Context: an optimization exercise on an open-source flow, tuned for small area, a short achievable clock period and few clock cycles per item. The choices shown serve that exercise and are no tape-out recipe.
At most, simulation tests tie the RTL to the original design; equivalence was not proved.
No functional check of the RTL was part of runs 4 and 5.
Power is estimated from default activity; no workload was simulated.

`flow/config.mk`:
```
export PLATFORM = sky130hd
export DESIGN_NAME = http_header_field_locator
export DESIGN_NICKNAME = http_header_field_locator
export VERILOG_FILES = /design/flow/design.v
export SDC_FILE = /design/flow/constraint.sdc
export NUM_CORES = 4
export LEC_CHECK = 0
export ABC_AREA = 1
export CAP_MARGIN = 20
export CORE_MARGIN = 2
export CORE_UTILIZATION = 40
export SETUP_SLACK_MARGIN = 2.0
export SLEW_MARGIN = 20
```
`flow/constraint.sdc`:
```
create_clock -name core_clock -period 4.0 [get_ports {clk}]
set_input_delay 0.8000 -clock core_clock [delete_from_list [all_inputs] [get_ports {clk}]]
set_output_delay 0.8000 -clock core_clock [all_outputs]
set_load 0.01 [all_outputs]
```
`flow/design.v`:
```
`default_nettype none
package hhfl_pkg;
  localparam int unsigned PosW = 16;
  localparam logic [1:0] PH_START = 2'd0;
  localparam logic [1:0] PH_KEY   = 2'd1;
  localparam logic [1:0] PH_VALUE = 2'd2;
  localparam logic [1:0] PH_DONE  = 2'd3;
  localparam logic [7:0] ChCr    = 8'h0d;
  localparam logic [7:0] ChLf    = 8'h0a;
  localparam logic [7:0] ChSpace = 8'h20;
  localparam logic [7:0] ChColon = 8'h3a;
  localparam logic [7:0] ChZero  = 8'h30;
  localparam logic [7:0] ChNine  = 8'h39;
  function automatic logic [7:0] start_char(input logic [1:0] k, input logic [3:0] i);
    logic [63:0] s;
    case (k)
      2'd0: s = "HTTP/1.1";
      2'd1: s = {"GET", 40'd0};
      2'd2: s = {"HEAD", 32'd0};
      default: s = {"POST", 32'd0};
    endcase
    start_char = s[63 - 8 * i[2:0] -: 8];
  endfunction
  function automatic logic [3:0] start_len(input logic [1:0] k);
    case (k)
      2'd0: start_len = 4'd8;
      2'd1: start_len = 4'd3;
      default: start_len = 4'd4;
    endcase
  endfunction
  function automatic logic [7:0] key_char(input logic [1:0] k, input logic [3:0] i);
    logic [103:0] s;
    case (k)
      2'd0: s = {"Host:", 64'd0};
      2'd1: s = {"User-Agent:", 16'd0};
      default: s = "Content-Type:";
    endcase
    key_char = (i < 4'd13) ? s[103 - 8 * i -: 8] : 8'd0;
  endfunction
  function automatic logic [3:0] key_len(input logic [1:0] k);
    case (k)
      2'd0: key_len = 4'd5;
      2'd1: key_len = 4'd11;
      default: key_len = 4'd13;
    endcase
  endfunction
endpackage
`default_nettype wire
`default_nettype none
module hhfl_scan (
  input  wire logic        clk,
  input  wire logic        rst_n,
  input  wire logic        step,       
  input  wire logic        fresh,      
  input  wire logic        last_byte,
  input  wire logic [7:0]  data_byte,
  input  wire logic        is_cr,
  input  wire logic        is_lf,
  input  wire logic        is_sp,
  input  wire logic        is_colon,
  input  wire logic        is_digit,
  output logic             ok,
  output logic             resp,
  output logic [1:0]       method,
  output logic [15:0]      word0,      
  output logic [15:0]      uri_len,
  output logic [15:0]      f_host_off,
  output logic [15:0]      f_host_len,
  output logic [15:0]      f_agent_off,
  output logic [15:0]      f_agent_len,
  output logic [15:0]      f_ctype_off,
  output logic [15:0]      f_ctype_len
);
  logic [15:0] pos_r;
  logic        full_r;               
  logic [1:0]  phase_r;
  logic        cr_r, colon_r;
  logic [1:0]  sp_r;
  logic [3:0]  m_r;                  
  logic [3:0]  idx_r;
  logic        dig_r;
  logic        vseen_r;
  logic [15:0] vst_r;                
  logic [15:0] cnt_r;                
  logic [15:0] pos_inc;
  logic        lf, adv, clr;
  assign pos_inc = pos_r + 16'd1;
  assign lf  = cr_r && is_lf;
  assign adv = step && !full_r;
  assign clr = !rst_n || (step && last_byte);
  logic [1:0]  phase_nxt;
  logic [1:0]  sp_nxt;
  logic [3:0]  m_nxt, idx_nxt;
  logic        dig_nxt, vseen_nxt;
  logic        st_end_ok, first_sp, resp_now, dig_acc, set_val, cnt_inc, commit;
  logic [1:0]  kind;
  always_comb begin
    phase_nxt = phase_r; sp_nxt = sp_r; m_nxt = m_r; idx_nxt = idx_r;
    dig_nxt = dig_r; vseen_nxt = vseen_r;
    st_end_ok = 1'b0; first_sp = 1'b0; dig_acc = 1'b0; set_val = 1'b0;
    cnt_inc = 1'b0; commit = 1'b0;
    resp_now = m_r[0] && idx_r == 4'd8;
    kind = 2'd3;
    for (int k = 3; k >= 1; k--)
      if (m_r[k] && idx_r == hhfl_pkg::start_len(2'(k))) kind = 2'(k - 1);
    case (phase_r)
      hhfl_pkg::PH_START: begin
        if (lf) begin
          if (sp_r == 2'd2 && (!resp || dig_r)) begin
            st_end_ok = 1'b1;
            phase_nxt = hhfl_pkg::PH_KEY;
            m_nxt = 4'b0111; idx_nxt = '0;
          end else begin
            phase_nxt = hhfl_pkg::PH_DONE;
          end
        end else if (is_sp) begin
          if (sp_r == 2'd0) begin
            first_sp = 1'b1;
            idx_nxt = '0;
            sp_nxt = 2'd1;
          end else if (sp_r == 2'd1) begin
            sp_nxt = 2'd2;
          end
        end else if (sp_r == 2'd0) begin
          for (int k = 0; k < 4; k++)
            if (idx_r >= hhfl_pkg::start_len(2'(k)) || hhfl_pkg::start_char(2'(k), idx_r) != data_byte)
              m_nxt[k] = 1'b0;
          if (idx_r != 4'd15) idx_nxt = idx_r + 4'd1;
        end else if (sp_r == 2'd1 && resp && idx_r == 4'd0) begin
          if (is_digit) begin
            dig_acc = 1'b1;
            dig_nxt = 1'b1;
          end else begin
            idx_nxt = 4'd1;
          end
        end
      end
      hhfl_pkg::PH_KEY, hhfl_pkg::PH_VALUE: begin
        if (lf) begin
          if (phase_r == hhfl_pkg::PH_KEY) begin
            if (idx_r == 4'd1) phase_nxt = hhfl_pkg::PH_DONE;
          end else begin
            commit = 1'b1;
            phase_nxt = hhfl_pkg::PH_KEY;
          end
          m_nxt = 4'b0111; idx_nxt = '0; vseen_nxt = 1'b0;
        end else if (phase_r == hhfl_pkg::PH_KEY) begin
          if (colon_r && is_sp) begin
            for (int k = 0; k < 3; k++)
              m_nxt[k] = m_r[k] && idx_r == hhfl_pkg::key_len(2'(k));
            set_val = 1'b1;
            phase_nxt = hhfl_pkg::PH_VALUE;
          end else begin
            for (int k = 0; k < 3; k++)
              if (idx_r >= hhfl_pkg::key_len(2'(k)) || hhfl_pkg::key_char(2'(k), idx_r) != data_byte)
                m_nxt[k] = 1'b0;
            if (idx_r != 4'd15) idx_nxt = idx_r + 4'd1;
          end
        end else if (!vseen_r) begin
          if (colon_r && is_sp) vseen_nxt = 1'b1;
          else cnt_inc = 1'b1;
        end
      end
      default: ;
    endcase
  end
  always_ff @(posedge clk) begin
    if (clr) begin
      pos_r <= '0; full_r <= 1'b0; phase_r <= hhfl_pkg::PH_START; cr_r <= 1'b0;
      colon_r <= 1'b0; sp_r <= '0; m_r <= 4'hf; idx_r <= '0; dig_r <= 1'b0;
      vseen_r <= 1'b0;
    end else if (adv) begin
      pos_r <= pos_inc; full_r <= &pos_r[15:1];
      phase_r <= phase_nxt; cr_r <= is_cr;
      colon_r <= (phase_r == hhfl_pkg::PH_KEY || phase_r == hhfl_pkg::PH_VALUE) && is_colon;
      sp_r <= sp_nxt; m_r <= m_nxt; idx_r <= idx_nxt; dig_r <= dig_nxt;
      vseen_r <= vseen_nxt;
    end
  end
  always_ff @(posedge clk) begin
    if (adv && set_val) begin
      vst_r <= pos_inc;
      cnt_r <= '1;
    end else if (adv && cnt_inc) begin
      cnt_r <= cnt_r + 16'd1;
    end
  end
  always_ff @(posedge clk) begin
    if (adv && first_sp) begin
      resp <= resp_now;
      method <= resp_now ? 2'd0 : kind;
      word0 <= resp_now ? 16'd0 : pos_inc;
      uri_len <= '1;
    end else begin
      if (adv && dig_acc)
        word0 <= {word0[12:0], 3'b000} + {word0[14:0], 1'b0} + {12'd0, data_byte[3:0]};
      if (adv && phase_r == hhfl_pkg::PH_START && sp_r == 2'd1)
        uri_len <= uri_len + 16'd1;
    end
    if (step && fresh) ok <= 1'b0;
    else if (adv && st_end_ok) ok <= 1'b1;
  end
  logic [15:0] vst_g, cnt_g;
  assign vst_g = fresh ? 16'd0 : vst_r;
  assign cnt_g = fresh ? 16'd0 : cnt_r;
  always_ff @(posedge clk) begin
    if (adv && (fresh || (commit && m_r[0]))) begin
      f_host_off <= vst_g; f_host_len <= cnt_g;
    end
    if (adv && (fresh || (commit && m_r[1]))) begin
      f_agent_off <= vst_g; f_agent_len <= cnt_g;
    end
    if (adv && (fresh || (commit && m_r[2]))) begin
      f_ctype_off <= vst_g; f_ctype_len <= cnt_g;
    end
  end
endmodule
`default_nettype wire
`default_nettype none
module http_header_field_locator (
  input  wire logic        clk,
  input  wire logic        rst_n,
  input  wire logic        in_valid,
  output logic             in_stall,
  input  wire logic [7:0]  in_data_byte,
  input  wire logic        in_last_byte,
  output logic             out_valid,
  input  wire logic        out_stall,
  output logic             out_parse_ok,
  output logic             out_resp_flag,
  output logic [1:0]       out_method_kind,
  output logic [15:0]      out_status_code,
  output logic [15:0]      out_uri_offset,
  output logic [15:0]      out_uri_length,
  output logic [15:0]      out_host_offset,
  output logic [15:0]      out_host_length,
  output logic [15:0]      out_agent_offset,
  output logic [15:0]      out_agent_length,
  output logic [15:0]      out_ctype_offset,
  output logic [15:0]      out_ctype_length
);
  logic       iv_r, il_r, ov_r, fresh_r;
  logic [7:0] ib_r;
  logic       cr_r, lf_r, sp_r, colon_r, digit_r;
  logic       step;
  assign step     = iv_r && !ov_r;
  assign in_stall = iv_r && ov_r;
  always_ff @(posedge clk) begin
    if (!rst_n) iv_r <= 1'b0;
    else if (in_valid && !in_stall) iv_r <= 1'b1;
    else if (step) iv_r <= 1'b0;
    if (!in_stall) begin
      ib_r    <= in_data_byte;
      il_r    <= in_last_byte;
      cr_r    <= in_data_byte == hhfl_pkg::ChCr;
      lf_r    <= in_data_byte == hhfl_pkg::ChLf;
      sp_r    <= in_data_byte == hhfl_pkg::ChSpace;
      colon_r <= in_data_byte == hhfl_pkg::ChColon;
      digit_r <= in_data_byte >= hhfl_pkg::ChZero && in_data_byte <= hhfl_pkg::ChNine;
    end
  end
  always_ff @(posedge clk) begin
    if (!rst_n) begin
      ov_r <= 1'b0;
      fresh_r <= 1'b1;
    end else begin
      if (step && il_r) ov_r <= 1'b1;
      else if (!out_stall) ov_r <= 1'b0;
      if (step) fresh_r <= il_r;
    end
  end
  logic        ok, resp;
  logic [1:0]  method;
  logic [15:0] word0, uri_len;
  hhfl_scan u_scan (
    .clk(clk), .rst_n(rst_n), .step(step), .fresh(fresh_r), .last_byte(il_r),
    .data_byte(ib_r), .is_cr(cr_r), .is_lf(lf_r), .is_sp(sp_r), .is_colon(colon_r),
    .is_digit(digit_r),
    .ok(ok), .resp(resp), .method(method), .word0(word0), .uri_len(uri_len),
    .f_host_off(out_host_offset), .f_host_len(out_host_length),
    .f_agent_off(out_agent_offset), .f_agent_len(out_agent_length),
    .f_ctype_off(out_ctype_offset), .f_ctype_len(out_ctype_length)
  );
  assign out_valid       = ov_r;
  assign out_parse_ok    = ok;
  assign out_resp_flag   = ok && resp;
  assign out_method_kind = ok ? method : 2'd0;
  assign out_status_code = (ok && resp) ? word0 : 16'd0;
  assign out_uri_offset  = (ok && !resp) ? word0 : 16'd0;
  assign out_uri_length  = (ok && !resp) ? uri_len : 16'd0;
endmodule
`default_nettype wire
```
`flow/run.sh`:
```
#!/bin/bash
# synth_recipe.tcl (not shown) runs the flow's synth.tcl, then flattens the netlist and writes it again
# the make line also repeats each setting of config.mk as NAME=value (left out here)
make -C /OpenROAD-flow-scripts/flow DESIGN_CONFIG=/design/flow/config.mk WORK_HOME=/design/flow/orfs CLKGATE_MAP_FILE= SYNTH_SCRIPT=/design/flow/synth_recipe.tcl finish
```
==> results_tabular.tex, run 1 <==
\begin{tabular}{lr}
\hline
Metric & Value \\
\hline
\multicolumn{2}{l}{\textbf{Floorplan}} \\
Num rows & 60 \\
Die W & 168 microns \\
Die area & 28200 sq um \\
Core outline area & 26700 sq um \\
Starting Density & 40.4\% \\
I/O pins & 163 \\
Height of the die & 168 microns \\
\multicolumn{2}{l}{\textbf{Layout}} \\
Fraction of layout cells with a size suffix above 1 & 29.6\% \\
P\&R area growth vs syn & 46.6\% \\
Post-layout net count & 1546 \\
Number of diodes added for antenna fixing & 0 \\
Final instance count without filler cells & 1850 \\
\multicolumn{2}{l}{\textbf{Synthesis}} \\
Main combinational cell family by area after synthesis & simple AND/OR/NAND/NOR gates \\
Share of the yosys chip area belonging to registers & 53.3\% \\
Synthesized-area fraction occupied by and/or/nand/nor cells & 22.0\% \\
Summed instance area of the synthesized netlist & 10800 sq um \\
Complex-gate fraction of the synthesized area & 9.23\% \\
Number of flops mapped to enable cells by yosys & 145 \\
Fraction of synthesized area in multiplexers & 0\% \\
Synth unique cells & 53 \\
Most used DFF post-synth & sky130\_fd\_sc\_hd\_\_edfxtp\_1 \\
Flop and latch count out of synthesis & 214 \\
Post-synthesis share of cell area spent on full adders, half adders and majority gates & 5.02\% \\
Net count after synthesis & 1261 \\
Synthesized area per cell & 8.92 sq um \\
Post-synthesis instance total & 1206 \\
Yosys warns & 2 \\
Parity-gate share of the synthesized area counting xor and xnor cells & 2.44\% \\
Post-synth ARST share & 0\% \\
\multicolumn{2}{l}{\textbf{Detailed routing}} \\
Final ANT Viol Nets & 0 \\
Number of DRC markers in iteration 0 & 848 \\
Remaining routing DRC violations & 0 \\
First-pass iteration count of the detailed router & 5 \\
Avg Vias per Cell & 5.17 \\
Wirelength, routed & 30800 microns \\
Via count & 9565 \\
Routed length per placed instance & 16.7 microns \\
\multicolumn{2}{l}{\textbf{Clock network}} \\
Clock tree root driver cell & sky130\_fd\_sc\_hd\_\_clkbuf\_16 \\
TritonCTS Buffers & 24 \\
H-tree lvl count & 1 \\
Clock tree sinks & 214 \\
Hold-fix buffers at CTS & 0 \\
Max Root-Sink Buffers & 3 \\
Clock latency reported for the late side of the worst-skew pair & 520 ps \\
Clk slew on worst S/H paths & 60 ps \\
Clock tree from TritonCTS & done \\
\multicolumn{2}{l}{\textbf{Power}} \\
Switching power & 1.43 mW \\
Logic gate share of total power & 14.4\% \\
Cell-internal power & 4.03 mW \\
Leakage & 6.68 nW \\
Sequential power share & 46.5\% \\
Switching part of the total power & 26.2\% \\
Power per standard cell area & 347 nW/um\^{}2 \\
Worst vdd ir & 0.356 mV \\
Clock network power share & 39.1\% \\
\multicolumn{2}{l}{\textbf{Global routing}} \\
Via count of the first global-routing pass & 8802 \\
Antenna violations before repair & 0 \\
Largest net degree at the start of global routing & 35 \\
Gr usage total & 19.8\% \\
First-pass GRT wire length & 45400 microns \\
Total congestion overflow after global routing & 0 \\
\multicolumn{2}{l}{\textbf{Run status}} \\
Outcome & no timing/DRC/antenna violations \\
\multicolumn{2}{l}{\textbf{STA}} \\
Final-report max-slew violation count & 0 \\
Unrepaired setup endpoints after global routing & true \\
Top achievable clock speed & 0.395 GHz \\
Setup TNS & 0 ps \\
Transition time at the pin with the least slew margin & 551 ps \\
Final period util & 63.2\% \\
Post-route clock skew & 12.7 ps \\
Hold Violations, Final & 0 \\
Final Setup Violations & 0 \\
Time the final worst path needs with I/O delays and setup & 2530 ps \\
Worst max-slew margin expressed relative to the limit & 62.9\% \\
\multicolumn{2}{l}{\textbf{Critical path}} \\
Required time of the critical path & 4280 ps \\
Dominant cell type by count on the critical path & sky130\_fd\_sc\_hd\_\_nand2\_2 \\
Highest cell delay on the worst timing path & 510 ps \\
Cell count along the critical path & 12 \\
Critical path arrival & 2810 ps \\
Maximum fanout count along the critical path & 3 \\
Startpoint types & register \\
Worst path top cell family by delay & adder cells \\
Buf/Inv on CP & 1 \\
Number of cell instances on the worst register-to-register path & 12 \\
Setup Crit Path Kind & reg2reg \\
Worst path slowest cell & sky130\_fd\_sc\_hd\_\_fa\_2 \\
Crit-path cells & fa\_2, fa\_2, nand2\_2, nand2\_2, nand2\_4, nand2\_4, a21oi\_2, inv\_2, a31oi\_4, nand2\_2, nand3\_2, nand2\_1 \\
Critical Path Sink Type & register \\
\multicolumn{2}{l}{\textbf{Flow run}} \\
Maxcap violations & 0 \\
\multicolumn{2}{l}{\textbf{Min path}} \\
Cell depth of the worst hold path & 2 \\
Worst min-delay path class & reg2reg \\
\multicolumn{2}{l}{\textbf{Placement}} \\
HPWL after detailed placement & 18800 microns \\
Port-buffer cells & 162 \\
Final estimated routing congestion in global placement & 0.912 \\
Number of cells in the design after placement & 1687 \\
\hline
\end{tabular}
## placed cells by master (no fill, tap or decap), drive strengths merged, types with 2 or more instances in the layout
cell type and instances:
ha 40, edfxtp 145, clkbuf 38, nand4 20
a21oi 63, clkinvlp 9, xnor2 3, a22o 2
a31oi 4, o21bai 4, xor2 27, o21a 3
nor4 11, a31o 3, inv 178, fa 2
nand3 84, bufinv 2, clkdlybuf4s50 12, clkinv 9
o211ai 6, nor2 168, or2 7, dfxtp 69
a211oi 6, buf 169, nand3b 2, clkdlybuf4s15 71
nor3 29, nand2 214, a21o 2, o22ai 5
dlygate4sd2 22, o21ai 73
## logic make-up after synthesis
family / after synthesis
AOI/OAI and AO/OA: 177
xor gates and xnor gates: 30
adders and majority gates: 42
buffers and inverters: 215
DFF: 214
and+or+nand+nor: 528
## worst min-delay path, stage by stage, from the launching register on
cell and delay, ps:
sky130_fd_sc_hd__dfxtp_1 310, sky130_fd_sc_hd__nand2_1 60, sky130_fd_sc_hd__nand2_1 40
## cell type report
type                    instances  area (sq um)
well taps                     341           427
inverters                     184           767
multi-input cells             784          5360
clock inverters                12           129
flip-flops and latches        214          5770
clock buffers                  32           641
repair buffers                281          2660
fillers                      2209         10900
repair inverters                2          16.3
## synthesized netlist by cell type, types with 2 or more instances
library cell / count / area [sq um]
sky130_fd_sc_hd__fa_1: 2 / 40.0
sky130_fd_sc_hd__clkbuf_1: 20 / 75.1
sky130_fd_sc_hd__a22o_1: 2 / 17.5
sky130_fd_sc_hd__a21oi_1: 63 / 315
sky130_fd_sc_hd__nand3_1: 81 / 405
sky130_fd_sc_hd__nand4_1: 19 / 119
sky130_fd_sc_hd__dfxtp_1: 69 / 1380
sky130_fd_sc_hd__a31oi_1: 4 / 25.0
sky130_fd_sc_hd__o22ai_1: 5 / 31.3
sky130_fd_sc_hd__xor2_1: 27 / 236
sky130_fd_sc_hd__nor3_2: 7 / 70.1
sky130_fd_sc_hd__a31o_2: 3 / 26.3
sky130_fd_sc_hd__buf_2: 2 / 10.0
sky130_fd_sc_hd__a211oi_1: 6 / 45.0
sky130_fd_sc_hd__nor2_1: 160 / 601
sky130_fd_sc_hd__nor2_2: 7 / 43.8
sky130_fd_sc_hd__nand2_4: 2 / 22.5
sky130_fd_sc_hd__o21ai_1: 9 / 45.0
sky130_fd_sc_hd__nor3_4: 2 / 32.5
sky130_fd_sc_hd__nand3b_1: 2 / 15.0
sky130_fd_sc_hd__ha_1: 40 / 500
sky130_fd_sc_hd__buf_6: 5 / 56.3
sky130_fd_sc_hd__edfxtp_1: 145 / 4350
sky130_fd_sc_hd__buf_4: 3 / 22.5
sky130_fd_sc_hd__o21ai_0: 63 / 315
sky130_fd_sc_hd__nor4_1: 11 / 68.8
sky130_fd_sc_hd__nor3_1: 20 / 100
sky130_fd_sc_hd__o21a_1: 3 / 22.5
sky130_fd_sc_hd__inv_1: 175 / 657
sky130_fd_sc_hd__inv_2: 7 / 26.3
sky130_fd_sc_hd__nand2_1: 203 / 762
sky130_fd_sc_hd__xnor2_1: 3 / 26.3
sky130_fd_sc_hd__or2_2: 5 / 31.3
sky130_fd_sc_hd__o21bai_1: 4 / 30.0
sky130_fd_sc_hd__a21o_1: 2 / 15.0
sky130_fd_sc_hd__o211ai_1: 6 / 45.0
sky130_fd_sc_hd__nand2_2: 3 / 18.8
## routing by layer
layer	global-route usage [%]	wire length [microns]	up-vias
li1	-	-	4631
met1	27.3	13500	4461
met2	31.9	14300	395
met3	3.17	2180	78
met4	6.88	869	0
met5	0	0	-
## state kept, by name, summed over array words and instances (netlist names), 2 cells and up
register            flops
u_scan.cnt_r           16
u_scan.method           2
u_scan.f_host_len      16
u_scan.f_host_off      16
u_scan.phase_r          2
u_scan.f_ctype_len     16
u_scan.word0           16
u_scan.sp_r             2
u_scan.m_r              4
u_scan.vst_r           16
u_scan.f_agent_off     16
ib_r                    8
u_scan.idx_r            4
u_scan.uri_len         16
u_scan.f_agent_len     16
u_scan.f_ctype_off     16
u_scan.pos_r           16
## final timing paths
| path | from | to | slack [ps] |
|---|---|---|---|
| setup / recovery | u_scan.word0[0]$_DFFE_PP_ | u_scan.word0[12]$_DFFE_PP_ | 1470 |
| hold / removal | u_scan.m_r[3]$_SDFFE_PP1P_ | u_scan.m_r[3]$_SDFFE_PP1P_ | 450 |
| setup reg to reg | u_scan.word0[0]$_DFFE_PP_ | u_scan.word0[12]$_DFFE_PP_ | 1470 |
| hold reg to reg | u_scan.m_r[3]$_SDFFE_PP1P_ | u_scan.m_r[3]$_SDFFE_PP1P_ | 450 |
## power by group through the flow
stage | combinational, mW | sequential (mW) | clock (mW)
global placement | 0.604 | 2.59 | 0
floorplan | 0.392 | 2.59 | 0
CTS | 0.688 | 2.54 | 2.18
detailed placement | 0.608 | 2.59 | 0
global route | 0.859 | 2.55 | 2.27
finish | 0.787 | 2.54 | 2.14
## timing repair
item | CTS | global route
gates resized for setup | 500 | 248
setup buffers | 71 | 37
setup endpoints to repair | 305 | 163
pin swaps | 66 | 80
gates cloned | 9 | 2
## per-stage QoR
stage / power [mW] / util (%) / instance area [sq um] / worst slack (ps) / hold WS [ps]
global route: 5.68 / 59.2 / 15800 / 1340 / 477
global placement: 3.20 / 48.2 / 12800 / 1190 / 435
floorplan: 2.98 / - / 10900 / 1650 / 419
finish: 5.47 / 59.2 / 15800 / 1470 / 455
detailed placement: 3.20 / 48.2 / 12800 / 1160 / 436
CTS: 5.41 / 54.4 / 14500 / 1560 / 449
Testbench counts, summed over its fixed seeds: cycles 58,188, bytes 57,796.
==> run 2: changes to the inputs <==
--- a/flow/config.mk
+++ b/flow/config.mk
@@ -6,5 +6,4 @@
 export NUM_CORES = 4
 export LEC_CHECK = 0
-export ABC_AREA = 1
 export CAP_MARGIN = 20
 export CORE_MARGIN = 2
==> run 2 against run 1 <==
Clock skew fell by 2.3 ps. Register-to-register slack worse by 590 ps. Utilization is 0.51 points lower. Critical endpoint is now u_scan.word0[11]$_DFFE_PP_. Worst setup slack got worse by 590 ps. Highest routed layer unchanged. Clock power rose by 5%. Largest power group unchanged. Worst hold slack better by 13 ps.
==> results_tabular.tex, run 2 <==
\begin{tabular}{lr}
\hline
Metric & Value \\
\hline
\multicolumn{2}{l}{\textbf{Run status}} \\
Outcome & no timing/DRC/antenna violations \\
\multicolumn{2}{l}{\textbf{Clock network}} \\
H-tree lvl count & 1 \\
Max Root-Sink Buffers & 3 \\
Clock latency reported for the late side of the worst-skew pair & 520 ps \\
Hold-fix buffers at CTS & 0 \\
Clk slew on worst S/H paths & 60 ps \\
TritonCTS Buffers & 24 \\
Clock tree root driver cell & sky130\_fd\_sc\_hd\_\_clkbuf\_16 \\
Clock tree sinks & 214 \\
Clock tree from TritonCTS & done \\
\multicolumn{2}{l}{\textbf{Synthesis}} \\
Number of flops mapped to enable cells by yosys & 145 \\
Fraction of synthesized cell area taken by the top area cell type & 39.7\% \\
Area leader, netlist & sky130\_fd\_sc\_hd\_\_edfxtp\_1 \\
Post-synthesis instance total & 1036 \\
Flop and latch count out of synthesis & 214 \\
Post-synth ARST share & 0\% \\
Dominant cells by area after synthesis & sky130\_fd\_sc\_hd\_\_edfxtp\_1 40\%, sky130\_fd\_sc\_hd\_\_dfxtp\_1 13\%, sky130\_fd\_sc\_hd\_\_ha\_1 4.6\%, sky130\_fd\_sc\_hd\_\_xor2\_1 3.4\%, sky130\_fd\_sc\_hd\_\_xnor2\_1 3.2\% \\
Share of the yosys chip area belonging to registers & 52.3\% \\
Summed instance area of the synthesized netlist & 11000 sq um \\
Most used DFF post-synth & sky130\_fd\_sc\_hd\_\_edfxtp\_1 \\
Net count after synthesis & 1091 \\
Most numerous cell types in the synthesized netlist & 145 x sky130\_fd\_sc\_hd\_\_edfxtp\_1, 92 x sky130\_fd\_sc\_hd\_\_nand2\_1, 72 x sky130\_fd\_sc\_hd\_\_nor2\_1, 69 x sky130\_fd\_sc\_hd\_\_dfxtp\_1, 54 x sky130\_fd\_sc\_hd\_\_nand3\_1 \\
Library cell with the highest instance count after synthesis & sky130\_fd\_sc\_hd\_\_edfxtp\_1 \\
Synthesized area per cell & 10.6 sq um \\
Synth unique cells & 83 \\
Yosys warns & 2 \\
\multicolumn{2}{l}{\textbf{Global routing}} \\
Via count of the first global-routing pass & 8501 \\
First-pass GRT wire length & 47700 microns \\
Antenna violations before repair & 0 \\
Total congestion overflow after global routing & 0 \\
Gr usage total & 20.9\% \\
Largest net degree at the start of global routing & 38 \\
\multicolumn{2}{l}{\textbf{Min path}} \\
Worst min-delay path class & reg2reg \\
\multicolumn{2}{l}{\textbf{Floorplan}} \\
Die W & 170 microns \\
I/O pins & 163 \\
Height of the die & 170 microns \\
Starting Density & 40.7\% \\
Core outline area & 27000 sq um \\
Die area & 28800 sq um \\
Num rows & 60 \\
\multicolumn{2}{l}{\textbf{STA}} \\
Post-route clock skew & 10.4 ps \\
Unrepaired setup endpoints after global routing & true \\
Final period util & 77.9\% \\
Worst max-slew margin expressed relative to the limit & 60.1\% \\
Setup TNS & 0 ps \\
Time the final worst path needs with I/O delays and setup & 3120 ps \\
Transition time at the pin with the least slew margin & 595 ps \\
Top achievable clock speed & 0.321 GHz \\
Hold Violations, Final & 0 \\
Final Setup Violations & 0 \\
Final-report max-slew violation count & 0 \\
\multicolumn{2}{l}{\textbf{Layout}} \\
Post-layout net count & 1369 \\
Number of diodes added for antenna fixing & 0 \\
Most common cell after layout, fill and taps aside & sky130\_fd\_sc\_hd\_\_edfxtp\_1 \\
Highest-count cells in the layout ignoring fill and taps & 145 x sky130\_fd\_sc\_hd\_\_edfxtp\_1, 82 x sky130\_fd\_sc\_hd\_\_nand2\_1, 82 x sky130\_fd\_sc\_hd\_\_buf\_4 \\
Fraction of layout cells with a size suffix above 1 & 30.1\% \\
P\&R area growth vs syn & 44.2\% \\
\multicolumn{2}{l}{\textbf{Detailed routing}} \\
Number of DRC markers in iteration 0 & 654 \\
Wirelength, routed & 31800 microns \\
Remaining routing DRC violations & 0 \\
Final ANT Viol Nets & 0 \\
Via count & 9102 \\
Avg Vias per Cell & 5.44 \\
First-pass iteration count of the detailed router & 5 \\
Routed length per placed instance & 19.0 microns \\
\multicolumn{2}{l}{\textbf{Power}} \\
Leakage & 6.22 nW \\
Power per standard cell area & 340 nW/um\^{}2 \\
Worst vdd ir & 0.280 mV \\
Overall power of the completed layout & 5.37 mW \\
\multicolumn{2}{l}{\textbf{Critical path}} \\
Setup Crit Path Kind & reg2reg \\
Startpoint types & register \\
Crit-path cells & fa\_1, ha\_1, a21o\_1, a21o\_1, a21o\_1, o31a\_1, a2111oi\_4, buf\_4, xor2\_2, o21ai\_1 \\
Required time of the critical path & 4260 ps \\
Critical Path Sink Type & register \\
Critical path arrival & 3380 ps \\
Worst path slowest cell & sky130\_fd\_sc\_hd\_\_fa\_1 \\
Highest cell delay on the worst timing path & 590 ps \\
Maximum fanout count along the critical path & 3 \\
Dominant cell type by count on the critical path & sky130\_fd\_sc\_hd\_\_a21o\_1 \\
\multicolumn{2}{l}{\textbf{Placement}} \\
Final estimated routing congestion in global placement & 0.905 \\
HPWL after detailed placement & 19700 microns \\
Port-buffer cells & 162 \\
\multicolumn{2}{l}{\textbf{Flow run}} \\
Maxcap violations & 0 \\
\hline
\end{tabular}
## run 2: cell types whose count changed in the layout (fill, tap and decap cells not counted), sizes merged, moves of 38 or more
cell and delta:
xnor2 +39, inv -156, nor2 -90, and2 +43, nor2b +38, nand2 -121
## run 2: stage by stage
stage | worst slack (ps) | instance area (sq um) | std cells | util [%] | hold WS, ps
floorplan | 1030 | 11200 | 1036 | - | 420
global placement | 864 | 13000 | 1501 | 48.4 | 436
detailed placement | 812 | 13000 | 1501 | 48.4 | 435
CTS | 928 | 15000 | 1628 | 55.5 | 449
global route | 780 | 15800 | 1673 | 58.7 | 479
finish | 884 | 15800 | 1673 | 58.7 | 467
## run 2: cell type report
cell class / count / area, sq um
Clock buffer: 32 / 661
Clock inverter: 12 / 153
Fill cell: 2223 / 11100
Inverter: 23 / 136
Multi-Input combinational cell: 748 / 5630
Sequential cell: 214 / 5760
Tap cell: 341 / 427
Timing Repair Buffer: 303 / 3050
## run 2: path summary, 6_finish.rpt
check	startpoint	end	slack (ps)	depth (start not counted)
setup / recovery	u_scan.word0[0]$_DFFE_PP_	u_scan.word0[11]$_DFFE_PP_	880	10
hold / removal	u_scan.m_r[3]$_SDFFE_PP1P_	u_scan.m_r[3]$_SDFFE_PP1P_	470	1
setup reg to reg	u_scan.word0[0]$_DFFE_PP_	u_scan.word0[11]$_DFFE_PP_	880	10
hold reg to reg	u_scan.m_r[3]$_SDFFE_PP1P_	u_scan.m_r[3]$_SDFFE_PP1P_	470	1
## run 2: logic make-up after synthesis
family | count (synthesis) | synth area share [%]
compound gates | 172 | 10.6
xor+xnor | 84 | 6.85
fa+ha+maj | 42 | 4.93
buf+inv | 79 | 3.24
flops | 214 | 52.3
mux | 13 | 1.21
simple gates | 432 | 20.8
## run 2: timing repair
| item | 4_1_cts | 5_1_grt |
|---|---|---|
| setup endpoints to repair | 335 | 235 |
| pin swaps | 45 | 62 |
| cloned | 8 | 5 |
| buffers inserted | 75 | 40 |
| gates resized for setup | 491 | 136 |
## run 2: critical path, delay by kind of cell (launching register included)
kind / cells / cell delay (ps)
adder cells (fa/ha/maj): 2 / 820
flip-flops: 1 / 410
AO/OA/AOI/OAI: 6 / 1340
XOR/XNOR: 1 / 110
buffers and inverters: 1 / 180
## run 2: power breakdown
part	leakage (nW)	total (mW)	switching (mW)	internal, mW
clock	0.392	2.25	0.888	1.36
sequential	2.01	2.53	0.0872	2.44
combinational	3.82	0.593	0.319	0.274
total	6.22	5.37	1.29	4.07
## run 2: routing by layer
| metal | part of all wire, % | GRT usage [%] | up-vias |
|---|---|---|---|
| li1 | - | - | 4318 |
| met1 | 44 | 29.3 | 4388 |
| met2 | 47 | 34.4 | 342 |
| met3 | 6.2 | 3.13 | 54 |
| met4 | 2.2 | 4.61 | 0 |
| met5 | 0 | 0 | - |
==> run 3: changes to the inputs <==
--- a/flow/config.mk
+++ b/flow/config.mk
@@ -9,4 +9,3 @@
 export CORE_MARGIN = 2
 export CORE_UTILIZATION = 40
-export SETUP_SLACK_MARGIN = 2.0
 export SLEW_MARGIN = 20
==> run 3 against run 2 <==
Synthesized cell count unchanged. Utilization decreased by 7.9 points. Register-to-register slack got worse by 330 ps. Critical path type unchanged. Largest power group unchanged. Flip-flop and latch count unchanged. Highest routed layer unchanged. Count of clock-buffer cells in the layout grew 1. First-iteration DRC count down 1.7%. Final area decreased by 13%. Routed wire length decreased by 15%. Clock skew fell by 2.8 ps.
==> results_tabular.tex, run 3 <==
\begin{tabular}{lr}
\hline
Metric & Value \\
\hline
\multicolumn{2}{l}{\textbf{Critical path}} \\
Startpoint types & register \\
Highest cell delay on the worst timing path & 600 ps \\
Dominant cell type by count on the critical path & sky130\_fd\_sc\_hd\_\_a21o\_1 \\
Worst setup path startpoint & ib\_r[3]\$\_DFFE\_PN\_ \\
Reg-to-Reg End & u\_scan.word0[15]\$\_DFFE\_PP\_ \\
Buf/Inv on CP & 0 \\
Maximum fanout count along the critical path & 12 \\
Number of cell instances on the worst register-to-register path & 10 \\
Worst path top cell family by delay & compound AO/OA/AOI/OAI gates \\
Critical path arrival & 3710 ps \\
Required time of the critical path & 4260 ps \\
Register-to-register setup slack & 550 ps \\
Worst path slowest cell & sky130\_fd\_sc\_hd\_\_fa\_1 \\
Setup Crit Path Kind & reg2reg \\
Critical Path Sink Type & register \\
Reg-to-reg critical path startpoint & ib\_r[3]\$\_DFFE\_PN\_ \\
Crit-path cells & fa\_1, ha\_1, a21o\_1, a21o\_1, a21o\_1, o31a\_1, a2111oi\_4, a21oi\_1, xnor2\_1, o21ai\_0 \\
\multicolumn{2}{l}{\textbf{Detailed routing}} \\
Wirelength, routed & 27200 microns \\
Top layer in use & met4 \\
First-pass iteration count of the detailed router & 5 \\
Avg Vias per Cell & 5.32 \\
Routed length per placed instance & 17.6 microns \\
Via count & 8228 \\
Remaining routing DRC violations & 0 \\
Final ANT Viol Nets & 0 \\
Number of DRC markers in iteration 0 & 643 \\
Post-route met1 wirelength & 12400 microns \\
Met3 wire length & 1450 microns \\
Detail Route met2 WL & 12700 microns \\
\multicolumn{2}{l}{\textbf{Floorplan}} \\
Height of the die & 170 microns \\
Die W & 170 microns \\
Die area & 28800 sq um \\
Num rows & 60 \\
Starting Density & 40.7\% \\
Core outline area & 27000 sq um \\
I/O pins & 163 \\
\multicolumn{2}{l}{\textbf{STA}} \\
Smallest hold slack & 445 ps \\
Top achievable clock speed & 0.290 GHz \\
Time the final worst path needs with I/O delays and setup & 3450 ps \\
Transition time at the pin with the least slew margin & 788 ps \\
Setup TNS & 0 ps \\
Hold Violations, Final & 0 \\
Final critical-path setup slack & 549 ps \\
Final Setup Violations & 0 \\
Post-route clock skew & 7.54 ps \\
Unrepaired setup endpoints after global routing & false \\
Final period util & 86.3\% \\
Final-report max-slew violation count & 0 \\
Worst max-slew margin expressed relative to the limit & 47.4\% \\
\multicolumn{2}{l}{\textbf{Global routing}} \\
Antenna violations before repair & 0 \\
Total congestion overflow after global routing & 0 \\
Largest net degree at the start of global routing & 35 \\
Via count of the first global-routing pass & 7960 \\
First-pass GRT wire length & 43300 microns \\
Gr usage total & 18.8\% \\
\multicolumn{2}{l}{\textbf{Clock network}} \\
Post-cts repair resize count & 0 \\
Clock tree from TritonCTS & done \\
Clk slew on worst S/H paths & 60 ps \\
Hold-fix buffers at CTS & 0 \\
Clock latency reported for the late side of the worst-skew pair & 530 ps \\
Max Root-Sink Buffers & 3 \\
Clock tree root driver cell & sky130\_fd\_sc\_hd\_\_clkbuf\_16 \\
Clock tree sinks & 214 \\
TritonCTS Buffers & 24 \\
H-tree lvl count & 1 \\
Post-CTS Setup Repair Bufs & 0 \\
\multicolumn{2}{l}{\textbf{Synthesis}} \\
Net count after synthesis & 1091 \\
Library cell with the highest instance count after synthesis & sky130\_fd\_sc\_hd\_\_edfxtp\_1 \\
Most used DFF post-synth & sky130\_fd\_sc\_hd\_\_edfxtp\_1 \\
Number of flops mapped to enable cells by yosys & 145 \\
Share of the yosys chip area belonging to registers & 52.3\% \\
Summed instance area of the synthesized netlist & 11000 sq um \\
Area leader, netlist & sky130\_fd\_sc\_hd\_\_edfxtp\_1 \\
Dominant cells by area after synthesis & sky130\_fd\_sc\_hd\_\_edfxtp\_1 40\%, sky130\_fd\_sc\_hd\_\_dfxtp\_1 13\%, sky130\_fd\_sc\_hd\_\_ha\_1 4.6\%, sky130\_fd\_sc\_hd\_\_xor2\_1 3.4\%, sky130\_fd\_sc\_hd\_\_xnor2\_1 3.2\% \\
Post-synth ARST share & 0\% \\
Fraction of synthesized cell area taken by the top area cell type & 39.7\% \\
Synth unique cells & 83 \\
Most numerous cell types in the synthesized netlist & 145 x sky130\_fd\_sc\_hd\_\_edfxtp\_1, 92 x sky130\_fd\_sc\_hd\_\_nand2\_1, 72 x sky130\_fd\_sc\_hd\_\_nor2\_1, 69 x sky130\_fd\_sc\_hd\_\_dfxtp\_1, 54 x sky130\_fd\_sc\_hd\_\_nand3\_1 \\
Post-synthesis instance total & 1036 \\
Yosys warns & 2 \\
Flop and latch count out of synthesis & 214 \\
Synthesized area per cell & 10.6 sq um \\
\multicolumn{2}{l}{\textbf{Power}} \\
Leakage & 5.10 nW \\
Power per standard cell area & 372 nW/um\^{}2 \\
Overall power of the completed layout & 5.08 mW \\
Worst vdd ir & 0.317 mV \\
\multicolumn{2}{l}{\textbf{Layout}} \\
Multi-input gate area in the final layout & 4900 sq um \\
Sequential cell area in the final layout & 5740 sq um \\
Most common cell after layout, fill and taps aside & sky130\_fd\_sc\_hd\_\_clkdlybuf4s50\_1 \\
Highest-count cells in the layout ignoring fill and taps & 162 x sky130\_fd\_sc\_hd\_\_clkdlybuf4s50\_1, 145 x sky130\_fd\_sc\_hd\_\_edfxtp\_1, 92 x sky130\_fd\_sc\_hd\_\_nand2\_1 \\
\# fillers & 2449 \\
Fraction of layout cells with a size suffix above 1 & 7.71\% \\
Layout Cell Area excl Fill & 13700 sq um \\
P\&R area growth vs syn & 24.8\% \\
Number of diodes added for antenna fixing & 0 \\
Post-layout net count & 1244 \\
\multicolumn{2}{l}{\textbf{Placement}} \\
Total placed instance area & 12900 sq um \\
Final estimated routing congestion in global placement & 0.892 \\
Pre-CTS setup slack & 599 ps \\
HPWL after detailed placement & 19200 microns \\
Port-buffer cells & 162 \\
\multicolumn{2}{l}{\textbf{Min path}} \\
Startpoint of the worst hold path & u\_scan.dig\_r\$\_SDFFE\_PP0P\_ \\
Worst min-delay path class & reg2reg \\
Hold Crit Endpoint & u\_scan.dig\_r\$\_SDFFE\_PP0P\_ \\
Cell depth of the worst hold path & 2 \\
\multicolumn{2}{l}{\textbf{Flow run}} \\
Maxcap violations & 0 \\
\multicolumn{2}{l}{\textbf{Run status}} \\
Outcome & no timing/DRC/antenna violations \\
\hline
\end{tabular}
run 3: cell types whose count changed in the layout (fill, tap and decap cells not counted), sizes merged:
cell,previous run,this run
clkinv,7,6
nor2,78,76
dlygate4sd2,33,0
nand4,22,21
and3,30,29
inv,22,27
nand2,93,92
clkdlybuf4s50,14,162
clkinvlp,3,1
clkdlybuf4s15,63,0
bufinv,3,0
clkbuf,38,33
buf,187,21
run 3: area by class of cell:
type	count	share of cell area, %
inverter	23	0.631
clock buffer	33	4.94
clock inverter	11	0.594
tap	341	3.12
timing repair buffer	183	13.0
sequential	214	41.9
multi-input combinational	743	35.8
run 3: worst reg2reg max path: cells and delay by family (launching register included):
family                   cells  cell delay, ps
AO/OA/AOI/OAI                7            1500
adder cells (fa/ha/maj)      2             920
flip-flops                   1             590
XOR/XNOR                     1             170
run 3: cell families after synthesis:
group,after synthesis,share of synthesized area [%]
AND/OR/NAND/NOR,432,20.8
flip-flops,214,52.3
AO/OA/AOI/OAI,172,10.6
XOR/XNOR,84,6.85
buffers and inverters,79,3.24
adder cells (fa/ha/maj),42,4.93
multiplexers,13,1.21
run 3: how the worst max path moves through the flow:
stage	slack [ps]	end	depth (start not counted)
floorplan	870	u_scan.f_agent_len[0]$_DFFE_PP_	6
global placement	640	u_scan.word0[15]$_DFFE_PP_	10
detailed placement	600	u_scan.word0[15]$_DFFE_PP_	10
CTS	580	u_scan.word0[15]$_DFFE_PP_	10
global route	310	u_scan.word0[14]$_DFFE_PP_	10
finish	550	u_scan.word0[15]$_DFFE_PP_	10
run 3: through the flow:
step,utilization [%],std cells
after global placement,48.0,1504
after floorplan,-,1036
final,50.8,1548
after global routing,50.8,1548
after detailed placement,48.0,1504
after CTS,50.8,1548
run 3: per-layer routing:
metal  track usage [%]  vias to the layer above
met4              5.69                        0
met3              3.19                       50
li1                  -                     4040
met5                 0                        -
met1              25.4                     3886
met2              30.9                      252
run 3: power breakdown:
part	internal, mW	switching [mW]	total [mW]	leakage, nW
clock	1.20	0.911	2.11	0.369
combinational	0.201	0.254	0.455	2.73
sequential	2.44	0.0766	2.52	2.00
total	3.84	1.24	5.08	5.10
==> run 4: changes to the inputs <==
--- a/flow/design.v
+++ b/flow/design.v
@@ -60,15 +60,16 @@
   input  wire logic        is_colon,
   input  wire logic        is_digit,
-  output logic             ok,
-  output logic             resp,
-  output logic [1:0]       method,
-  output logic [15:0]      word0,      
-  output logic [15:0]      uri_len,
-  output logic [15:0]      f_host_off,
-  output logic [15:0]      f_host_len,
-  output logic [15:0]      f_agent_off,
-  output logic [15:0]      f_agent_len,
-  output logic [15:0]      f_ctype_off,
-  output logic [15:0]      f_ctype_len
+  output logic             r_ok,
+  output logic             r_resp,
+  output logic [1:0]       r_method,
+  output logic [15:0]      r_status,
+  output logic [15:0]      r_uri_off,
+  output logic [15:0]      r_uri_len,
+  output logic [15:0]      r_host_off,
+  output logic [15:0]      r_host_len,
+  output logic [15:0]      r_agent_off,
+  output logic [15:0]      r_agent_len,
+  output logic [15:0]      r_ctype_off,
+  output logic [15:0]      r_ctype_len
 );
   logic [15:0] pos_r;
@@ -84,9 +85,10 @@
   logic [15:0] cnt_r;                
   logic [15:0] pos_inc;
-  logic        lf, adv, clr;
+  logic        lf, adv, clr, resp;
   assign pos_inc = pos_r + 16'd1;
-  assign lf  = cr_r && is_lf;
-  assign adv = step && !full_r;
-  assign clr = !rst_n || (step && last_byte);
+  assign lf   = cr_r && is_lf;
+  assign adv  = step && !full_r;
+  assign clr  = !rst_n || (step && last_byte);
+  assign resp = m_r[2];
   logic [1:0]  phase_nxt;
   logic [1:0]  sp_nxt;
@@ -106,4 +108,5 @@
     case (phase_r)
       hhfl_pkg::PH_START: begin
+        if (sp_r == 2'd1) cnt_inc = 1'b1;
         if (lf) begin
           if (sp_r == 2'd2 && (!resp || dig_r)) begin
@@ -117,4 +120,5 @@
           if (sp_r == 2'd0) begin
             first_sp = 1'b1;
+            m_nxt = {1'b0, resp_now, resp_now ? 2'd0 : kind};
             idx_nxt = '0;
             sp_nxt = 2'd1;
@@ -179,25 +183,13 @@
   end
   always_ff @(posedge clk) begin
-    if (adv && set_val) begin
-      vst_r <= pos_inc;
+    if (adv && (set_val || first_sp)) begin
+      vst_r <= (first_sp && resp_now) ? 16'd0 : pos_inc;
       cnt_r <= '1;
-    end else if (adv && cnt_inc) begin
-      cnt_r <= cnt_r + 16'd1;
-    end
-  end
-  always_ff @(posedge clk) begin
-    if (adv && first_sp) begin
-      resp <= resp_now;
-      method <= resp_now ? 2'd0 : kind;
-      word0 <= resp_now ? 16'd0 : pos_inc;
-      uri_len <= '1;
     end else begin
       if (adv && dig_acc)
-        word0 <= {word0[12:0], 3'b000} + {word0[14:0], 1'b0} + {12'd0, data_byte[3:0]};
-      if (adv && phase_r == hhfl_pkg::PH_START && sp_r == 2'd1)
-        uri_len <= uri_len + 16'd1;
-    end
-    if (step && fresh) ok <= 1'b0;
-    else if (adv && st_end_ok) ok <= 1'b1;
+        vst_r <= {vst_r[12:0], 3'b000} + {vst_r[14:0], 1'b0} + {12'd0, data_byte[3:0]};
+      if (adv && cnt_inc)
+        cnt_r <= cnt_r + 16'd1;
+    end
   end
   logic [15:0] vst_g, cnt_g;
@@ -205,12 +197,22 @@
   assign cnt_g = fresh ? 16'd0 : cnt_r;
   always_ff @(posedge clk) begin
+    if (adv && (fresh || st_end_ok)) begin
+      r_ok <= !fresh;
+      r_resp <= !fresh && resp;
+      r_method <= fresh ? 2'd0 : m_r[1:0];
+    end
+    if (adv && (fresh || (st_end_ok && resp)))
+      r_status <= vst_g;
+    if (adv && (fresh || (st_end_ok && !resp))) begin
+      r_uri_off <= vst_g; r_uri_len <= cnt_g;
+    end
     if (adv && (fresh || (commit && m_r[0]))) begin
-      f_host_off <= vst_g; f_host_len <= cnt_g;
+      r_host_off <= vst_g; r_host_len <= cnt_g;
     end
     if (adv && (fresh || (commit && m_r[1]))) begin
-      f_agent_off <= vst_g; f_agent_len <= cnt_g;
+      r_agent_off <= vst_g; r_agent_len <= cnt_g;
     end
     if (adv && (fresh || (commit && m_r[2]))) begin
-      f_ctype_off <= vst_g; f_ctype_len <= cnt_g;
+      r_ctype_off <= vst_g; r_ctype_len <= cnt_g;
     end
   end
@@ -240,15 +242,31 @@
   output logic [15:0]      out_ctype_length
 );
-  logic       iv_r, il_r, ov_r, fresh_r;
+  logic       iv_r, il_r, ov_r, stall_r, fresh_r;
   logic [7:0] ib_r;
   logic       cr_r, lf_r, sp_r, colon_r, digit_r;
-  logic       step;
+  logic       step, iv_nxt, ov_nxt;
   assign step     = iv_r && !ov_r;
-  assign in_stall = iv_r && ov_r;
-  always_ff @(posedge clk) begin
-    if (!rst_n) iv_r <= 1'b0;
-    else if (in_valid && !in_stall) iv_r <= 1'b1;
-    else if (step) iv_r <= 1'b0;
-    if (!in_stall) begin
+  assign in_stall = stall_r;         
+  always_comb begin
+    iv_nxt = iv_r;
+    if (in_valid && !stall_r) iv_nxt = 1'b1;
+    else if (step) iv_nxt = 1'b0;
+    ov_nxt = ov_r;
+    if (step && il_r) ov_nxt = 1'b1;
+    else if (!out_stall) ov_nxt = 1'b0;
+  end
+  always_ff @(posedge clk) begin
+    if (!rst_n) begin
+      iv_r <= 1'b0;
+      ov_r <= 1'b0;
+      stall_r <= 1'b0;
+      fresh_r <= 1'b1;
+    end else begin
+      iv_r <= iv_nxt;
+      ov_r <= ov_nxt;
+      stall_r <= iv_nxt && ov_nxt;
+      if (step) fresh_r <= il_r;
+    end
+    if (!stall_r) begin
       ib_r    <= in_data_byte;
       il_r    <= in_last_byte;
@@ -260,33 +278,15 @@
     end
   end
-  always_ff @(posedge clk) begin
-    if (!rst_n) begin
-      ov_r <= 1'b0;
-      fresh_r <= 1'b1;
-    end else begin
-      if (step && il_r) ov_r <= 1'b1;
-      else if (!out_stall) ov_r <= 1'b0;
-      if (step) fresh_r <= il_r;
-    end
-  end
-  logic        ok, resp;
-  logic [1:0]  method;
-  logic [15:0] word0, uri_len;
   hhfl_scan u_scan (
     .clk(clk), .rst_n(rst_n), .step(step), .fresh(fresh_r), .last_byte(il_r),
     .data_byte(ib_r), .is_cr(cr_r), .is_lf(lf_r), .is_sp(sp_r), .is_colon(colon_r),
     .is_digit(digit_r),
-    .ok(ok), .resp(resp), .method(method), .word0(word0), .uri_len(uri_len),
-    .f_host_off(out_host_offset), .f_host_len(out_host_length),
-    .f_agent_off(out_agent_offset), .f_agent_len(out_agent_length),
-    .f_ctype_off(out_ctype_offset), .f_ctype_len(out_ctype_length)
+    .r_ok(out_parse_ok), .r_resp(out_resp_flag), .r_method(out_method_kind),
+    .r_status(out_status_code), .r_uri_off(out_uri_offset), .r_uri_len(out_uri_length),
+    .r_host_off(out_host_offset), .r_host_len(out_host_length),
+    .r_agent_off(out_agent_offset), .r_agent_len(out_agent_length),
+    .r_ctype_off(out_ctype_offset), .r_ctype_len(out_ctype_length)
   );
-  assign out_valid       = ov_r;
-  assign out_parse_ok    = ok;
-  assign out_resp_flag   = ok && resp;
-  assign out_method_kind = ok ? method : 2'd0;
-  assign out_status_code = (ok && resp) ? word0 : 16'd0;
-  assign out_uri_offset  = (ok && !resp) ? word0 : 16'd0;
-  assign out_uri_length  = (ok && !resp) ? uri_len : 16'd0;
+  assign out_valid = ov_r;
 endmodule
 `default_nettype wire
--- a/flow/config.mk
+++ b/flow/config.mk
@@ -6,6 +6,8 @@
 export NUM_CORES = 4
 export LEC_CHECK = 0
+export ABC_AREA = 1
 export CAP_MARGIN = 20
 export CORE_MARGIN = 2
 export CORE_UTILIZATION = 40
+export SETUP_SLACK_MARGIN = 2.5
 export SLEW_MARGIN = 20
==> run 4 against run 3 <==
Routed wire length increased by 22%. Still clean. Die area decreased by 1.4%. Flip-flop and latch count increased by 17. Area after synthesis decreased by 1.4%. Count of clock-buffer cells in the layout unchanged. Register-to-register slack improved by 1000 ps. Clock skew increased by 3.3 ps. Non-clock buffer count increased by 143. Via count increased by 13%. First-iteration DRC count increased by 70%. Worst hold slack improved by 12 ps. Largest power group unchanged.
==> results_tabular.tex, run 4 <==
\begin{tabular}{lr}
\hline
Metric & Value \\
\hline
\multicolumn{2}{l}{\textbf{Floorplan}} \\
Die W & 168 microns \\
Core outline area & 26700 sq um \\
Height of the die & 168 microns \\
Starting Density & 40.4\% \\
I/O pins & 163 \\
Num rows & 60 \\
Die area & 28400 sq um \\
\multicolumn{2}{l}{\textbf{Clock network}} \\
Clock tree from TritonCTS & done \\
Clk slew on worst S/H paths & 60 ps \\
Clock tree sinks & 231 \\
Max Root-Sink Buffers & 3 \\
TritonCTS Buffers & 25 \\
Clock latency reported for the late side of the worst-skew pair & 530 ps \\
H-tree lvl count & 1 \\
Clock tree root driver cell & sky130\_fd\_sc\_hd\_\_clkbuf\_16 \\
Hold-fix buffers at CTS & 0 \\
\multicolumn{2}{l}{\textbf{STA}} \\
Hold Violations, Final & 0 \\
Final critical-path setup slack & 1570 ps \\
Post-route clock skew & 10.8 ps \\
Final period util & 60.8\% \\
Top achievable clock speed & 0.411 GHz \\
Unrepaired setup endpoints after global routing & true \\
Final Setup Violations & 0 \\
Time the final worst path needs with I/O delays and setup & 2430 ps \\
Setup TNS & 0 ps \\
Final-report max-slew violation count & 0 \\
Transition time at the pin with the least slew margin & 636 ps \\
Worst max-slew margin expressed relative to the limit & 57.5\% \\
\multicolumn{2}{l}{\textbf{Synthesis}} \\
Library cell with the highest instance count after synthesis & sky130\_fd\_sc\_hd\_\_nand2\_1 \\
Most numerous cell types in the synthesized netlist & 183 x sky130\_fd\_sc\_hd\_\_nand2\_1, 178 x sky130\_fd\_sc\_hd\_\_edfxtp\_1, 118 x sky130\_fd\_sc\_hd\_\_inv\_1, 104 x sky130\_fd\_sc\_hd\_\_nor2\_1, 85 x sky130\_fd\_sc\_hd\_\_nand3\_1 \\
Number of flops mapped to enable cells by yosys & 178 \\
Main combinational cell family by area after synthesis & simple AND/OR/NAND/NOR gates \\
Parity-gate share of the synthesized area counting xor and xnor cells & 2.19\% \\
Most used DFF post-synth & sky130\_fd\_sc\_hd\_\_edfxtp\_1 \\
Share of the yosys chip area belonging to registers & 59.3\% \\
Synthesized area per cell & 10.2 sq um \\
Net count after synthesis & 1113 \\
Yosys warns & 2 \\
Complex-gate fraction of the synthesized area & 7.96\% \\
Flop and latch count out of synthesis & 231 \\
Dominant cells by area after synthesis & sky130\_fd\_sc\_hd\_\_edfxtp\_1 49\%, sky130\_fd\_sc\_hd\_\_dfxtp\_1 9.8\%, sky130\_fd\_sc\_hd\_\_nand2\_1 6.4\%, sky130\_fd\_sc\_hd\_\_ha\_1 4.5\%, sky130\_fd\_sc\_hd\_\_inv\_1 4.1\% \\
Fraction of synthesized area in multiplexers & 0\% \\
Synthesized-area fraction occupied by and/or/nand/nor cells & 19.7\% \\
Fraction of synthesized cell area taken by the top area cell type & 49.4\% \\
Synth unique cells & 54 \\
Summed instance area of the synthesized netlist & 10800 sq um \\
Post-synth ARST share & 0\% \\
Area leader, netlist & sky130\_fd\_sc\_hd\_\_edfxtp\_1 \\
Post-synthesis instance total & 1059 \\
Post-synthesis share of cell area spent on full adders, half adders and majority gates & 4.88\% \\
\multicolumn{2}{l}{\textbf{Flow run}} \\
Maxcap violations & 0 \\
\multicolumn{2}{l}{\textbf{Placement}} \\
HPWL after detailed placement & 19500 microns \\
Port-buffer cells & 162 \\
Pre-CTS setup slack & 1450 ps \\
Number of cells in the design after placement & 1543 \\
Final estimated routing congestion in global placement & 0.923 \\
\multicolumn{2}{l}{\textbf{Critical path}} \\
Setup Crit Path Kind & reg2reg \\
Startpoint types & register \\
Required time of the critical path & 4280 ps \\
Worst setup path startpoint & ib\_r[3]\$\_DFFE\_PN\_ \\
Critical path arrival & 2710 ps \\
Critical Path Sink Type & register \\
Reg-to-reg critical path startpoint & ib\_r[3]\$\_DFFE\_PN\_ \\
Maximum fanout count along the critical path & 2 \\
\multicolumn{2}{l}{\textbf{Global routing}} \\
Gr usage total & 21.8\% \\
Via count of the first global-routing pass & 8802 \\
Total congestion overflow after global routing & 0 \\
Largest net degree at the start of global routing & 21 \\
First-pass GRT wire length & 48800 microns \\
Antenna violations before repair & 0 \\
\multicolumn{2}{l}{\textbf{Power}} \\
Leakage & 6.58 nW \\
Switching power & 1.64 mW \\
Clock network power share & 35.8\% \\
Sequential power share & 47.3\% \\
Logic gate share of total power & 16.9\% \\
Cell-internal power & 4.39 mW \\
Power per standard cell area & 380 nW/um\^{}2 \\
Worst vdd ir & 0.279 mV \\
Switching part of the total power & 27.2\% \\
\multicolumn{2}{l}{\textbf{Layout}} \\
Fraction of layout cells with a size suffix above 1 & 43.5\% \\
Number of diodes added for antenna fixing & 0 \\
Most common cell after layout, fill and taps aside & sky130\_fd\_sc\_hd\_\_edfxtp\_1 \\
Post-layout net count & 1446 \\
P\&R area growth vs syn & 46.6\% \\
Final instance count without filler cells & 1752 \\
Final core occ & 59.3\% \\
Highest-count cells in the layout ignoring fill and taps & 178 x sky130\_fd\_sc\_hd\_\_edfxtp\_1, 148 x sky130\_fd\_sc\_hd\_\_nand2\_1, 147 x sky130\_fd\_sc\_hd\_\_buf\_2 \\
\multicolumn{2}{l}{\textbf{Min path}} \\
Worst min-delay path class & reg2reg \\
Startpoint of the worst hold path & u\_scan.cnt\_r[15]\$\_SDFFE\_PP1P\_ \\
\multicolumn{2}{l}{\textbf{Detailed routing}} \\
Wirelength, routed & 33300 microns \\
Routed length per placed instance & 19.0 microns \\
Number of DRC markers in iteration 0 & 1094 \\
Via count & 9289 \\
Final ANT Viol Nets & 0 \\
Avg Vias per Cell & 5.30 \\
Remaining routing DRC violations & 0 \\
First-pass iteration count of the detailed router & 6 \\
\multicolumn{2}{l}{\textbf{Run status}} \\
Outcome & no timing/DRC/antenna violations \\
\hline
\end{tabular}
-- run 4: cell count changes after synthesis, sizes merged, moves of 36 or more --
cell	previous run	this run
nand2	92	200
inv	23	128
and2	43	0
nand3	54	95
nor2b	38	0
nor2	76	112
xnor2	42	6
-- run 4: critical path, cell delays in order (launching register included) --
cell                       delay (ps)
sky130_fd_sc_hd__edfxtp_1         450
sky130_fd_sc_hd__fa_2             640
sky130_fd_sc_hd__ha_4             220
sky130_fd_sc_hd__nand2_2           80
sky130_fd_sc_hd__nor2_4            50
sky130_fd_sc_hd__nand2_1           60
sky130_fd_sc_hd__nand2_2           60
sky130_fd_sc_hd__nand2_2           80
sky130_fd_sc_hd__a21oi_2           50
sky130_fd_sc_hd__or2_4            250
sky130_fd_sc_hd__o21ai_1          150
sky130_fd_sc_hd__o21ai_1          100
-- run 4: layer usage --
metal | vias to the layer above | GRT usage [%] | routed length, microns | share of wire [%]
li1 | 4330 | - | - | -
met1 | 4401 | 29.2 | 13700 | 41
met2 | 471 | 37.1 | 16000 | 48
met3 | 87 | 3.31 | 2400 | 7.2
met4 | 0 | 6.11 | 1140 | 3.4
met5 | - | 0 | 0 | 0
-- run 4: final cells by class --
class | count | area [sq um]
fill | 2126 | 10900
sequential | 231 | 6450
multi-input combinational | 676 | 4920
timing repair buffer | 326 | 2710
clock buffer | 33 | 656
inverter | 130 | 562
tap | 341 | 427
clock inverter | 13 | 106
timing repair inverter | 2 | 12.5
-- run 4: stage by stage --
step                      power [mW]  cell area [sq um]  hold WS, ps
after floorplan                 3.38              11200          429
after global placement          3.70              13100          440
after detailed placement        3.70              13100          452
after CTS                       5.96              15000          462
after global routing            6.26              15800          471
final                           6.03              15800          457
-- run 4: power by group through the flow --
stage / clock [mW] / combinational, mW / sequential [mW]
2_1_floorplan: 0 / 0.471 / 2.91
3_3_place_gp: 0 / 0.797 / 2.90
3_5_place_dp: 0 / 0.800 / 2.90
4_1_cts: 2.19 / 0.927 / 2.84
5_1_grt: 2.30 / 1.10 / 2.86
6_report: 2.16 / 1.02 / 2.85
-- run 4: kinds of logic after synthesis --
kind of cell	after synthesis
simple gates	459
xor+xnor	27
compound gates	147
flops	231
buf+inv	154
fa+ha+maj	41
-- run 4: what timing repair did --
item	4_1_cts	5_1_grt
cloned	13	1
setup buffers	107	42
endpoints found under the setup margin	463	368
pin swaps	65	76
gates resized for setup	786	129
-- run 4: final timing paths --
kind	cells past startpoint	end	slack (ps)
worst max-delay path	11	u_scan.vst_r[9]$_DFFE_PP_	1570
worst min-delay path	2	u_scan.cnt_r[15]$_SDFFE_PP1P_	460
worst max register to register	11	u_scan.vst_r[9]$_DFFE_PP_	1570
worst min register to register	2	u_scan.cnt_r[15]$_SDFFE_PP1P_	460
==> run 5: changes to the inputs <==
--- a/flow/config.mk
+++ b/flow/config.mk
@@ -10,4 +10,4 @@
 export CORE_MARGIN = 2
 export CORE_UTILIZATION = 40
-export SETUP_SLACK_MARGIN = 2.5
+export SETUP_SLACK_MARGIN = 2.0
 export SLEW_MARGIN = 20
==> run 5 against run 4 <==
Critical path type unchanged. Flip-flop and latch count unchanged. Count of clock-buffer cells in the layout unchanged. Utilization down 4.2 points. Die area unchanged. Power up 2.7%. Final area down 7.1%. Non-clock buffer count down 101. Cell count down 5.8%. Maximum frequency up 0.71%. Largest cell class unchanged. Worst setup slack better by 17 ps. Sequential share of layout area up 2.9 points.
==> results_tabular.tex, run 5 <==
\begin{tabular}{lr}
\hline
Metric & Value \\
\hline
\multicolumn{2}{l}{\textbf{STA}} \\
Final Setup Violations & 0 \\
Unrepaired setup endpoints after global routing & true \\
Transition time at the pin with the least slew margin & 582 ps \\
Worst max-slew margin expressed relative to the limit & 60.9\% \\
Top achievable clock speed & 0.414 GHz \\
Setup TNS & 0 ps \\
\multicolumn{2}{l}{\textbf{Synthesis}} \\
Flop and latch count out of synthesis & 231 \\
Synthesized area per cell & 10.2 sq um \\
Most numerous cell types in the synthesized netlist & 183 x sky130\_fd\_sc\_hd\_\_nand2\_1, 178 x sky130\_fd\_sc\_hd\_\_edfxtp\_1, 118 x sky130\_fd\_sc\_hd\_\_inv\_1, 104 x sky130\_fd\_sc\_hd\_\_nor2\_1, 85 x sky130\_fd\_sc\_hd\_\_nand3\_1 \\
Area leader, netlist & sky130\_fd\_sc\_hd\_\_edfxtp\_1 \\
Dominant cells by area after synthesis & sky130\_fd\_sc\_hd\_\_edfxtp\_1 49\%, sky130\_fd\_sc\_hd\_\_dfxtp\_1 9.8\%, sky130\_fd\_sc\_hd\_\_nand2\_1 6.4\%, sky130\_fd\_sc\_hd\_\_ha\_1 4.5\%, sky130\_fd\_sc\_hd\_\_inv\_1 4.1\% \\
Post-synthesis share of cell area spent on full adders, half adders and majority gates & 4.88\% \\
Synthesized-area fraction occupied by and/or/nand/nor cells & 19.7\% \\
Fraction of synthesized area in multiplexers & 0\% \\
Complex-gate fraction of the synthesized area & 7.96\% \\
Most used DFF post-synth & sky130\_fd\_sc\_hd\_\_edfxtp\_1 \\
\multicolumn{2}{l}{\textbf{Floorplan}} \\
Height of the die & 168 microns \\
Starting Density & 40.4\% \\
Core outline area & 26700 sq um \\
Die area & 28400 sq um \\
Die W & 168 microns \\
Num rows & 60 \\
\multicolumn{2}{l}{\textbf{Critical path}} \\
Worst setup path startpoint & ib\_r[3]\$\_DFFE\_PN\_ \\
Startpoint types & register \\
Critical Path Sink Type & register \\
\multicolumn{2}{l}{\textbf{Layout}} \\
Post-layout net count & 1344 \\
P\&R area growth vs syn & 36.2\% \\
Number of diodes added for antenna fixing & 0 \\
Final core occ & 55.1\% \\
Fraction of layout cells with a size suffix above 1 & 23.4\% \\
\multicolumn{2}{l}{\textbf{Power}} \\
Worst vdd ir & 0.347 mV \\
\multicolumn{2}{l}{\textbf{Clock network}} \\
Clk slew on worst S/H paths & 60 ps \\
Max Root-Sink Buffers & 3 \\
Clock tree from TritonCTS & done \\
Clock tree sinks & 231 \\
H-tree lvl count & 1 \\
Clock tree root driver cell & sky130\_fd\_sc\_hd\_\_clkbuf\_16 \\
\multicolumn{2}{l}{\textbf{Placement}} \\
Total placed instance area & 12900 sq um \\
Number of cells in the design after placement & 1546 \\
HPWL after detailed placement & 18800 microns \\
Port-buffer cells & 162 \\
\multicolumn{2}{l}{\textbf{Detailed routing}} \\
Final ANT Viol Nets & 0 \\
Number of DRC markers in iteration 0 & 747 \\
Avg Vias per Cell & 5.16 \\
\multicolumn{2}{l}{\textbf{Global routing}} \\
Gr usage total & 18.8\% \\
Largest net degree at the start of global routing & 33 \\
Antenna violations before repair & 0 \\
Total congestion overflow after global routing & 0 \\
\multicolumn{2}{l}{\textbf{Run status}} \\
Outcome & no timing/DRC/antenna violations \\
\hline
\end{tabular}
run 5: cell counts after synthesis:
Identical to the previous run, type by type.
run 5: routing by layer:
layer | global-route usage [%] | up-vias | part of all wire [%]
met5 | 0 | - | 0
met4 | 7.05 | 0 | 2.8
met3 | 3.39 | 55 | 6.9
met2 | 30.7 | 340 | 47
met1 | 25.0 | 3993 | 43
li1 | - | 4122 | -
run 5: worst paths after layout:
path | endpoint | slack [ps] | cells past startpoint
setup / recovery | u_scan.vst_r[9]$_DFFE_PP_ | 1590 | 11
hold / removal | u_scan.dig_r$_SDFFE_PP0P_ | 460 | 2
setup reg to reg | u_scan.vst_r[9]$_DFFE_PP_ | 1590 | 11
hold reg to reg | u_scan.dig_r$_SDFFE_PP0P_ | 460 | 2
run 5: worst max-delay path: stages (launching register included):
cell                       delay [ps]
sky130_fd_sc_hd__edfxtp_1         490
sky130_fd_sc_hd__fa_2             620
sky130_fd_sc_hd__ha_4             220
sky130_fd_sc_hd__nand2_4           60
sky130_fd_sc_hd__nor2_4            40
sky130_fd_sc_hd__nand2_1           60
sky130_fd_sc_hd__nand2_1           80
sky130_fd_sc_hd__nand2_1           80
sky130_fd_sc_hd__a21oi_1           60
sky130_fd_sc_hd__or2_4            240
sky130_fd_sc_hd__o21ai_2          120
sky130_fd_sc_hd__o21ai_1           80
run 5: what timing repair did:
action / in CTS / in global routing
hold buffers: 0 / 0
setup buffers: 38 / 15
gates resized for setup: 353 / 138
gates cloned: 3 / 2
pin swaps: 33 / 34
endpoints found under the setup margin: 337 / 260
run 5: kinds of logic (layout without fill, tap and decap cells):
family,Yosys count,after routing
buffers and inverters,154,402
and+or+nand+nor,459,461
DFF,231,231
AOI/OAI and AO/OA,147,147
xor gates and xnor gates,27,27
adders and majority gates,41,41
run 5: where the power goes:
| group | internal (mW) | switching (mW) |
|---|---|---|
| sequential | 2.75 | 0.0904 |
| clock | 1.59 | 0.920 |
| combinational | 0.321 | 0.517 |
run 5: final cells by class:
class | count | area (sq um) | area share [%]
Clock buffer | 33 | 717 | 4.87
Timing Repair Buffer | 225 | 2040 | 13.8
Sequential cell | 231 | 6420 | 43.6
Tap cell | 341 | 427 | 2.90
Timing Repair inverter | 1 | 6.26 | 0.0425
Clock inverter | 13 | 209 | 1.42
Inverter | 130 | 542 | 3.68
Multi-Input combinational cell | 676 | 4360 | 29.6
run 5: metrics by stage:
| step | worst slack, ps | power (mW) |
|---|---|---|
| 6_report | 1590 | 6.19 |
| 5_1_grt | 1510 | 6.45 |
| 4_1_cts | 1540 | 6.22 |
| 3_5_place_dp | 1400 | 3.67 |
| 3_3_place_gp | 1420 | 3.66 |
| 2_1_floorplan | 1690 | 3.35 |

## afterwards: timing with drivers on the ports
No port has a modelled driver above. Below, the same layouts with a new extraction and two added sets of constraints. Step 1 sets driving cells, clkbuf_16 on the clock port and buf_2 on the other inputs (assumed; they add their load-dependent delay and slew). Step 2, shift: input delay + t, output delay - t, t = (earliest + latest rising clock arrival at the registers) / 2. This alone moves slack from input paths to output paths. Three values: ideal ports, drivers, drivers and shift; two values: the first two.
run	t, ns	setup slack, ns
run 1	0.564	1.471 / 1.471 / 1.471
run 2	0.564	0.884 / 0.884 / 0.884
run 3	0.575	0.549 / 0.549 / 0.549
run 4	0.575	1.568 / 1.568 / 1.568
run 5	0.574	1.585 / 1.585 / 1.554
After both steps setup and hold are still met in every run listed.
